From an optimization exercise on the open Yosys and OpenROAD flow, aimed at small area, a short achievable clock period and few clock cycles per item; shortcuts taken in it are not production practice.
At most, simulation tests tie the RTL to the original design; equivalence was not proved. The flow treats the clock pin as an ideal source, which a real chip does not have.

Setup of v44:
## fp_div_top
module fp_div_top
(
    input  wire logic                        clk,
    input  wire logic                        reset,
    input  wire logic                        in_valid,
    input  wire logic [8+23:0] a,
    input  wire logic [8+23:0] b,
    output logic                             out_valid,
    output logic [8+23:0]     result,
    output logic                             exception,
    output logic                             overflow,
    output logic                             underflow
);
For scale: about 3600 cells after synthesis, about 1200 flip-flops, about 100 I/O pins.
export LEC_CHECK = 0
export CAP_MARGIN = 20
export CORE_MARGIN = 2
export CORE_UTILIZATION = 40
export CTS_CLUSTER_DIAMETER = 150
export CTS_CLUSTER_SIZE = 26
export SLEW_MARGIN = 20
create_clock -name core_clock -period 15.0 [get_ports {clk}]
standard.sh (not shown) runs the stock make flow with config.mk's settings and CLKGATE_MAP_FILE= SYNTH_SCRIPT=/design/flow/synth_recipe.tcl, a recipe that flattens the netlist after the stock synthesis.
==> flow/flow/run.sh <==
#!/bin/bash
# Standard synthesis, then the standard layout with repair_timing aiming for
# extra setup slack (the SDC and the clock period are unchanged), and the
# smallest buffer on each port.
set -euo pipefail
bash standard.sh synth > synth.log 2>&1
bash standard.sh SETUP_SLACK_MARGIN=10.7 "BUFFER_PORTS_ARGS=-buffer_cell sky130_fd_sc_hd__buf_1" finish > layout.log 2>&1
Input changes introduced in v34 (baseline for comparison: v44):
Settings: an added ABC_AREA of 1.
--- a/flow/flow/run.sh
+++ b/flow/flow/run.sh
@@ -7 +7 @@
-bash standard.sh SETUP_SLACK_MARGIN=10.7 "BUFFER_PORTS_ARGS=-buffer_cell sky130_fd_sc_hd__buf_1" finish > layout.log 2>&1
+bash standard.sh SETUP_SLACK_MARGIN=10.8 "BUFFER_PORTS_ARGS=-buffer_cell sky130_fd_sc_hd__buf_1" finish > layout.log 2>&1
--- outcome ---
- Non-clock buffer area fraction after layout: v34 vs v44 up 0.57 points
- v34 against v44: routed length on met1 went up by 5.6%; share of the clock period used by the worst path after layout -0.35 points; TritonCTS buffer count roughly the same; number of placed instances, taps included moved up.
- Summary of v34 over v44: per-cell via count in the routed design went down, non-clock buffer count went up, top achievable clock speed went up.
Here is what was changed in the inputs of v7 compared with v34.
Settings: removing ABC_AREA (formerly 1).
## What came out
v7 vs. v34: post-synthesis to final-layout area growth went down by 1.3 points.
Status: final cycle utilization of the critical path parity (v34, v7)
Between v7 and v34, adder-cell share of the synthesized area is higher for v7, v34 comes in under that.
Antenna cell count: v7 vs v34 identical
On number of core rows: v7 sits below v34.
In v7, post-route worst setup slack is higher than in v34.
Function was not checked in any run of this note: the RTL went through the layout flow alone.

* * *

== job 7741 ==
fp_div_top, a different RTL version from the one above (not shown whole).
Size: ~1100 flip-flops, about 100 I/O pins.
Design fp_div_top, start of the top module:
module fp_div_top
(
    input  wire logic                        clk,
    input  wire logic                        reset,
    input  wire logic                        in_valid,
    input  wire logic [8+23:0] a,
    input  wire logic [8+23:0] b,
    output logic                             out_valid,
    output logic [8+23:0]     result,
    output logic                             exception,
    output logic                             overflow,
    output logic                             underflow
);
clock: 15.0 ns
lec_check: 0
cap_margin: 20
core_margin: 2
core_utilization: 40
cts_cluster_diameter: 100
cts_cluster_size: 20
slew_margin: 20
==> flow/flow/run.sh <==
#!/bin/bash
# Standard synthesis, then the standard layout with repair_timing aiming for
# extra setup slack (the SDC and the clock period are unchanged), and the
# smallest buffer on each port.
set -euo pipefail
bash standard.sh synth > synth.log 2>&1
bash standard.sh SETUP_SLACK_MARGIN=10.8 "BUFFER_PORTS_ARGS=-buffer_cell sky130_fd_sc_hd__buf_1" finish > layout.log 2>&1
Testbench counts of job 7741, summed over its fixed seeds: cycles 16,104, items 16,000.
[inputs] job 134 vs job 7741
# job 7741
export LEC_CHECK = 0
export CAP_MARGIN = 20
export CORE_MARGIN = 2
export CORE_UTILIZATION = 40
export CTS_CLUSTER_DIAMETER = 100
export CTS_CLUSTER_SIZE = 20
export SLEW_MARGIN = 20
create_clock -name core_clock -period 15.0 [get_ports {clk}]
# job 134
export LEC_CHECK = 0
export CAP_MARGIN = 20
export CORE_MARGIN = 2
export CORE_UTILIZATION = 40
export CTS_CLUSTER_DIAMETER = 160
export CTS_CLUSTER_SIZE = 32
export SLEW_MARGIN = 20
create_clock -name core_clock -period 15.0 [get_ports {clk}]
==> summary.txt <==
Job 134 gives less final area than job 7741 did.
Job 134 reports a lower final core area utilization than job 7741 does.
Register fraction of the total cell area came out higher on job 134 than on job 7741.
Compared with job 7741, job 134 shows total length of routed wires lower by about 1.7%.
[inputs] job 9828 vs job 134
# job 134
export LEC_CHECK = 0
export CAP_MARGIN = 20
export CORE_MARGIN = 2
export CORE_UTILIZATION = 40
export CTS_CLUSTER_DIAMETER = 160
export CTS_CLUSTER_SIZE = 32
export SLEW_MARGIN = 20
create_clock -name core_clock -period 15.0 [get_ports {clk}]
# job 9828
export LEC_CHECK = 0
export CAP_MARGIN = 20
export CORE_MARGIN = 2
export CORE_UTILIZATION = 40
export CTS_CLUSTER_DIAMETER = 150
export CTS_CLUSTER_SIZE = 26
export SLEW_MARGIN = 20
create_clock -name core_clock -period 15.0 [get_ports {clk}]
[summary]
| detailed-router iteration count before antenna repair | job 9828 vs job 134 | ≈ equal |
Of the two values seen for slowest cell on the critical path, sky130_fd_sc_hd__dfxtp_1 was produced by job 134 and sky130_fd_sc_hd__dfxtp_2 by job 9828.
Summary of job 9828 over job 134: clock network area share moved up, clock skew after layout level, met3 layer wire length in the routed design moved up, design area moved up.
Cmp job 134 and job 9828 / largest incremental delay on the critical path / lower: job 134
Relative to job 134, non-clock buffer total of the final layout has decreased by 4.0% in job 9828.
Input-level comparison between job 2648 and job 9828:
# job 9828
export LEC_CHECK = 0
export CAP_MARGIN = 20
export CORE_MARGIN = 2
export CORE_UTILIZATION = 40
export CTS_CLUSTER_DIAMETER = 150
export CTS_CLUSTER_SIZE = 26
export SLEW_MARGIN = 20
create_clock -name core_clock -period 15.0 [get_ports {clk}]
# job 2648
export LEC_CHECK = 0
export CAP_MARGIN = 20
export CORE_MARGIN = 2
export CORE_UTILIZATION = 40
export CTS_BUF_LIST = sky130_fd_sc_hd__clkbuf_16 sky130_fd_sc_hd__clkbuf_8 sky130_fd_sc_hd__clkbuf_4
export CTS_CLUSTER_DIAMETER = 150
export CTS_CLUSTER_SIZE = 26
export SLEW_MARGIN = 20
create_clock -name core_clock -period 15.0 [get_ports {clk}]
- Job 2648 finished every step from synthesis to the final layout, and the layout passed the timing, DRC and antenna checks.
- Clock buffer instance count of the final layout: job 2648 vs job 9828 — no meaningful difference
- Changes observed in job 2648 relative to job 9828: global-route wire length before repair held; final setup slack of the worst path about even; total number of multi-input combinational cells level; via count roughly the same; highest attainable clock frequency about even.
- From job 9828 to job 2648, final area did not move at all.
- Job 2648 -> job 9828: final cell count delta 0, exact match
- Diff job 9828..job 2648 | detailed placement HPWL | unchanged
- Changes observed in job 2648 relative to job 9828: measured slew at the worst slew-check pin essentially unchanged, synthesized area stayed essentially flat.

[re-timing with driven ports]
The flow's constraints put no driver on any port. The routed layouts listed below were extracted and timed again, unchanged, in two steps.
Step 1 (the two cells are an assumption about what drives the block):
set clk [get_ports {clk}]
set_driving_cell -lib_cell sky130_fd_sc_hd__clkbuf_16 $clk
set_driving_cell -lib_cell sky130_fd_sc_hd__buf_2 [delete_from_list [all_inputs] $clk]
Step 2 moves the port delays by t, midway between the first and last clock arrival at a register: inputs arrive t later, outputs are due t later. That takes back most of the time a late clock gives input paths.
a / b / c = ideal / step 1 / step 2; a / b = the first two.
run	t, ns	setup slack, ns	worst hold slack (ns)	slew at the worst register clock pin (ns)	pins driven straight from the clock port
v44	0.702	10.798 / 10.728 / 10.347	0.313 / 0.313 / 0.313	0.10 / 0.10	1
v34	0.719	10.851 / 10.786 / 10.395	0.324 / 0.324 / 0.324	0.10 / 0.10	1
v7	0.689	10.869 / 10.798 / 10.295	0.312 / 0.312 / 0.312	0.10 / 0.10	1
job 7741	0.678	10.881 / 10.817 / 10.920	0.319 / 0.319 / 0.319	0.08 / 0.08	1
job 134	0.673	10.874 / 10.807 / 10.930	0.314 / 0.314 / 0.314	0.12 / 0.12	1
job 9828	0.686	10.875 / 10.809 / 10.934	0.311 / 0.311 / 0.311	0.11 / 0.11	1
job 2648	0.686	10.875 / 10.809 / 10.934	0.311 / 0.311 / 0.311	0.11 / 0.11	1
After both steps every run listed still meets setup and hold. The setup slack of v7, which loses most, moves by -0.071 ns with the drivers and by -0.574 ns with both steps.
